This design comes from an exercise in tuning for small area on the open sky130 flow, not from production work.
Only simulation tests tie the RTL to the original design; equivalence was not proved.

## run 1
// datapath
module datapath #(
   parameter int                 numRegs = 16,
   parameter datapathPkg::word_t resetPc = '0
) (
   input  logic                clk,
   input  logic                arstN,
   input  logic                pcOut,
   input  logic                mdrOut,
   input  logic                zOut,
   input  logic                rOut,
   input  logic                cOut,
   input  logic                baOut,
   input  logic                pcIn,
   input  logic                irIn,
   input  logic                marIn,
   input  logic                mdrIn,
   input  logic                yIn,
   input  logic                zIn,
   input  logic                rIn,
   input  logic                gra,
   input  logic                grb,
   input  logic                grc,
   input  logic                incPc,
   input  logic                read,
   input  logic                write,
   input  datapathPkg::aluOp_t aluOp,
   input  datapathPkg::word_t  memRdData,
   output datapathPkg::word_t  memAddr,
   output datapathPkg::word_t  memWrData,
   output datapathPkg::word_t  busOut,
   output logic                memRead,
   output logic                memWrite
);
Size: about 160 I/O pins, ~0.033 sq mm of cells after synthesis.
make LEC_CHECK=0 CAP_MARGIN=20 CORE_MARGIN=2 CORE_UTILIZATION=55 CTS_BUF_LIST=sky130_fd_sc_hd__clkbuf_8 SLEW_MARGIN=20 finish   # period 10.0 ns
run.sh (not shown) runs the stock make flow with config.mk's settings and CLKGATE_MAP_FILE= SYNTH_SCRIPT=/design/flow/synth_recipe.tcl, a recipe that flattens the netlist after the stock synthesis.
Run 1 went all the way through the flow, and no timing, DRC or antenna check failed.
Input-level comparison between run 2 and run 1:
- CTS_BUF_LIST no longer set, was sky130_fd_sc_hd__clkbuf_8
- CORE_UTILIZATION now 40, was 55
## What came out
Looking at master of the slowest instance on the critical path, the a222oi_1 result is from run 1; the clkdlybuf4s50_1 one comes from run 2.
Hold slack on run 2 is behind run 1.
Run 2: cell total after placement 302 above run 1
Side by side, worst slew margin relative to its limit turned out lower in run 2 than in run 1.
Run 2 against run 1: core utilization shrank by 17 points; count of inserted antenna diode cells went up 1; global routing usage on met1 now smaller; register fraction of the total cell area fell by 1.1 points.
From run 2 to run 1, synthesized cell count did not move at all.
Run 2 ended with less maximum resistive drop on vdd than run 1.
Input-level comparison between run 3 and run 2:
- CTS_CLUSTER_SIZE: unset -> 30
- CTS_CLUSTER_DIAMETER: unset -> 80
- CORE_UTILIZATION: 40 -> 55
- CTS_BUF_LIST: unset -> sky130_fd_sc_hd__clkbuf_16
--- outcome ---
Run 3 has completed all stages; timing, DRC and antenna checks passed. Run 2: all stages complete, timing, DRC and antenna checks passed. Utilization after layout: run 3 > run 2. Die area (run 2 / run 3): 1.4. Run 3 vs run 2, detailed-placement wirelength estimate went down by about 6%. Looking at wire length of the first global-routing pass, run 3 sits below run 2.

---

Setup of red:
The RTL this note starts from:
==> flow/design.v <==
package datapathPkg;
   typedef logic [31:0] word_t;    
   typedef logic [3:0]  regIdx_t;  
   typedef logic [18:0] const_t;   
   typedef enum logic [3:0] {
      opAdd = 4'd0,
      opSub = 4'd1,
      opAnd = 4'd2,
      opOr  = 4'd3,
      opShl = 4'd4,
      opShr = 4'd5,
      opNeg = 4'd6,
      opNot = 4'd7
   } aluOp_t;
   localparam int raLsb      = 23;  
   localparam int rbLsb      = 19;  
   localparam int rcLsb      = 15;  
   localparam int constWidth = 19;  
endpackage
`timescale 1ns/1ns
module datapath #(
   parameter int                 numRegs = 16,
   parameter datapathPkg::word_t resetPc = '0
) (
   input  logic                clk,
   input  logic                arstN,
   input  logic                pcOut,
   input  logic                mdrOut,
   input  logic                zOut,
   input  logic                rOut,
   input  logic                cOut,
   input  logic                baOut,
   input  logic                pcIn,
   input  logic                irIn,
   input  logic                marIn,
   input  logic                mdrIn,
   input  logic                yIn,
   input  logic                zIn,
   input  logic                rIn,
   input  logic                gra,
   input  logic                grb,
   input  logic                grc,
   input  logic                incPc,
   input  logic                read,
   input  logic                write,
   input  datapathPkg::aluOp_t aluOp,
   input  datapathPkg::word_t  memRdData,
   output datapathPkg::word_t  memAddr,
   output datapathPkg::word_t  memWrData,
   output datapathPkg::word_t  busOut,
   output logic                memRead,
   output logic                memWrite
);
   logic [31:0] bus;
   logic [31:0] pcQ;
   logic [26:0] irQ;   logic irV;    
   logic [31:0] yQ;    logic yV;
   logic [31:0] zQ;    logic zV;
   logic [31:0] marQ;  logic marV;
   logic [31:0] mdrQ;
   logic [31:0] rQ [16];
   logic [15:0] rV;
   logic [3:0]  idx;
   logic [15:0] idxHot;
   assign idx = ({4{gra & irV}} & irQ[26:23]) |
                ({4{grb & irV}} & irQ[22:19]) |
                ({4{grc & irV}} & irQ[18:15]);
   always_comb begin
      for (int i = 0; i < 16; i++) idxHot[i] = (idx == i[3:0]);
   end
   logic [15:0] rSel;
   logic [31:0] regBus;
   logic [31:0] cWord;
   always_comb begin
      rSel[0] = rOut & idxHot[0] & rV[0];
      for (int i = 1; i < 16; i++) rSel[i] = (rOut | baOut) & idxHot[i] & rV[i];
      regBus = '0;
      for (int i = 0; i < 16; i++) regBus = regBus | ({32{rSel[i]}} & rQ[i]);
   end
   assign cWord = {{13{irQ[18]}}, irQ[18:0]};
   assign bus = ({32{pcOut}} & pcQ)  |
                ({32{mdrOut}}       & mdrQ) |
                ({32{zOut   & zV}}  & zQ)   |
                ({32{cOut   & irV}} & cWord) |
                regBus;
   logic        opArith, opLogic, opShl, opShr;
   logic        aZero, invB, cin;
   logic [31:0] a, b, g, p, sum, lg;
   logic [32:0] c;
   logic [31:0] shIn, shT, shRes, alu;
   logic [4:0]  sh;
   assign aZero   = aluOp[2] & aluOp[1];                     
   assign invB    = (aluOp[2:0] == 3'd1) | aZero;            
   assign cin     = (aluOp[2:0] == 3'd1) | (aluOp[2:0] == 3'd6);
   assign opArith = ~aluOp[1] & ~aluOp[2] | aZero;           
   assign opLogic = ~aluOp[2] & aluOp[1];                    
   assign opShl   = (aluOp[2:0] == 3'd4) & yV;
   assign opShr   = (aluOp[2:0] == 3'd5) & yV;
   assign a = yQ & {32{yV & ~aZero}};
   assign b = bus ^ {32{invB}};
   assign g = a & b;
   assign p = a ^ b;
   logic [31:0] pg, pp;
   always_comb begin
      pg = g;
      pp = p;
      pg[0] = g[0] | (p[0] & cin);
      for (int d = 1; d < 32; d = d * 2) begin
         for (int i = 2 * d - 1; i < 32; i = i + 2 * d) begin
            pg[i] = pg[i] | (pp[i] & pg[i-d]);
            pp[i] = pp[i] & pp[i-d];
         end
      end
      for (int d = 8; d >= 1; d = d / 2) begin
         for (int i = 3 * d - 1; i < 32; i = i + 2 * d) begin
            pg[i] = pg[i] | (pp[i] & pg[i-d]);
            pp[i] = pp[i] & pp[i-d];
         end
      end
   end
   assign c = {pg, cin};
   assign sum = p ^ c[31:0];
   assign lg = g | ({32{aluOp[0]}} & p);                     
   assign sh = bus[4:0];
   always_comb begin
      for (int i = 0; i < 32; i++) shIn[i] = aluOp[2:0] == 3'd4 ? yQ[31-i] : yQ[i];
   end
   assign shT = shIn >> sh;
   always_comb begin
      for (int i = 0; i < 32; i++) shRes[i] = (opShl & shT[31-i]) | (opShr & shT[i]);
   end
   assign alu = ({32{opArith}} & sum) | ({32{opLogic}} & lg) | shRes;
   always_ff @(posedge clk or negedge arstN) begin
      if (!arstN) begin
         irV <= 1'b0;
         yV  <= 1'b0;
         zV  <= 1'b0;
         marV <= 1'b0;
         rV  <= '0;
      end else begin
         if (irIn) irV <= 1'b1;
         if (yIn)  yV  <= 1'b1;
         if (zIn)  zV  <= 1'b1;
         if (marIn) marV <= 1'b1;
         for (int i = 0; i < 16; i++) if (rIn & idxHot[i]) rV[i] <= 1'b1;
      end
   end
   logic [31:0] pcInc;
   assign pcInc = {pcQ[31:2] + 30'd1, pcQ[1:0]};
   always_ff @(posedge clk) begin
      if (irIn) irQ <= bus[26:0];
      if (yIn)  yQ  <= bus;
      if (zIn)  zQ  <= alu;
      if (marIn) marQ <= bus;
      for (int i = 0; i < 16; i++) if (rIn & idxHot[i]) rQ[i] <= bus;
   end
   always_ff @(posedge clk or negedge arstN) begin
      if (!arstN) begin
         pcQ  <= '0;
         mdrQ <= '0;
      end else begin
         if (pcIn) pcQ <= bus;
         else if (incPc) pcQ <= pcInc;
         if (mdrIn) mdrQ <= read ? memRdData : bus;
      end
   end
   assign memAddr   = marQ & {32{marV}};
   assign memWrData = mdrQ;
   assign busOut    = bus;
   assign memRead   = read;
   assign memWrite  = write;
endmodule
==> flow/config.mk <==
export PLATFORM = sky130hd
export DESIGN_NAME = datapath
export DESIGN_NICKNAME = datapath
export VERILOG_FILES = /design/flow/design.v
export SDC_FILE = /design/flow/constraint.sdc
export NUM_CORES = 4
export LEC_CHECK = 0
export CAP_MARGIN = 20
export CORE_MARGIN = 2
export CORE_UTILIZATION = 65
export SLEW_MARGIN = 20
==> flow/constraint.sdc <==
create_clock -name core_clock -period 10.0 [get_ports {clk}]
set_input_delay 2.0000 -clock core_clock [delete_from_list [all_inputs] [get_ports {clk}]]
set_output_delay 2.0000 -clock core_clock [all_outputs]
set_load 0.01 [all_outputs]
standard.sh (not shown) runs the stock make flow with config.mk's settings and CLKGATE_MAP_FILE= SYNTH_SCRIPT=/design/flow/synth_recipe.tcl, a recipe that flattens the netlist after the stock synthesis.
==> flow/flow/run.sh <==
#!/bin/bash
# Own layout flow: the standard synthesis and ORFS steps, with two changes:
#  - ports are buffered with sky130_fd_sc_hd__buf_1 instead of the default delay buffer
#  - clock tree synthesis without dummy loads
# Each tool's full output goes to a log file in the work folder.
set -euo pipefail
export BUFFER_PORTS_ARGS="-buffer_cell sky130_fd_sc_hd__buf_1"
export CTS_ARGS="-sink_clustering_enable -repair_clock_nets -dont_use_dummy_load -buf_list sky130_fd_sc_hd__clkbuf_4 -sink_clustering_size 8 -sink_clustering_max_diameter 50"
bash standard.sh synth > synth.log 2>&1
bash standard.sh > layout.log 2>&1
## Diff of input files: blue against red
diff --git a/flow/flow/run.sh b/flow/flow/run.sh
--- a/flow/flow/run.sh
+++ b/flow/flow/run.sh
@@ -7,3 +7,3 @@
 export BUFFER_PORTS_ARGS="-buffer_cell sky130_fd_sc_hd__buf_1"
-export CTS_ARGS="-sink_clustering_enable -repair_clock_nets -dont_use_dummy_load -buf_list sky130_fd_sc_hd__clkbuf_4 -sink_clustering_size 8 -sink_clustering_max_diameter 50"
+export CTS_ARGS="-sink_clustering_enable -repair_clock_nets -dont_use_dummy_load -buf_list sky130_fd_sc_hd__clkbuf_4 -sink_clustering_size 8 -sink_clustering_max_diameter 40"
 bash standard.sh synth > synth.log 2>&1
Results
- Having completed the whole flow, blue delivered a layout that passed the timing, design-rule and antenna checks.
- The final layout from red, which completed every stage, passed the timing, design-rule and antenna checks at the end of the flow.
- ~same sequential share of layout area in blue and red
- Per the comparison of blue with red, final cycle utilization of the critical path about even; biggest cell delay along the critical path comparable; finished layout cell area has remained practically unchanged; all-layer global routing usage level.
- ~same number of filler instances in the final layout in blue and red
- Sort blue and red by layout clock buffer count desc -> top: blue
- Going from red to blue, synthesis-to-layout area growth grows by 0.24 points.

-- static timing again, ports no longer ideal --
No port has a modelled driver above. Below, the same layouts with a new extraction and two added sets of constraints.
Step 1, drivers: a clkbuf_16 drives clk and a buf_2 each remaining input, both assumed.
Step 2 also shifts input and output timing later by t, the mid clock arrival at the registers, as if the neighbouring blocks saw the same clock.
a / b / c = ideal / step 1 / step 2; a / b = the first two.
run	shift t [ns]	slack for setup (ns)	pins driven straight from the clock port
run 1	0.790	0.511 / 0.547 / -0.243	1
run 2	0.700	0.305 / 0.345 / -0.355	1
run 3	0.706	0.481 / 0.522 / -0.184	1
red	0.932	1.552 / 1.571 / 0.638	1
blue	0.938	1.540 / 1.554 / 0.617	1
Met with ideal ports but missed after step 2: setup timing in run 1, run 2 and run 3. For blue, which loses most, drivers alone change the setup slack by +0.014 ns; drivers and shift together by -0.923 ns.
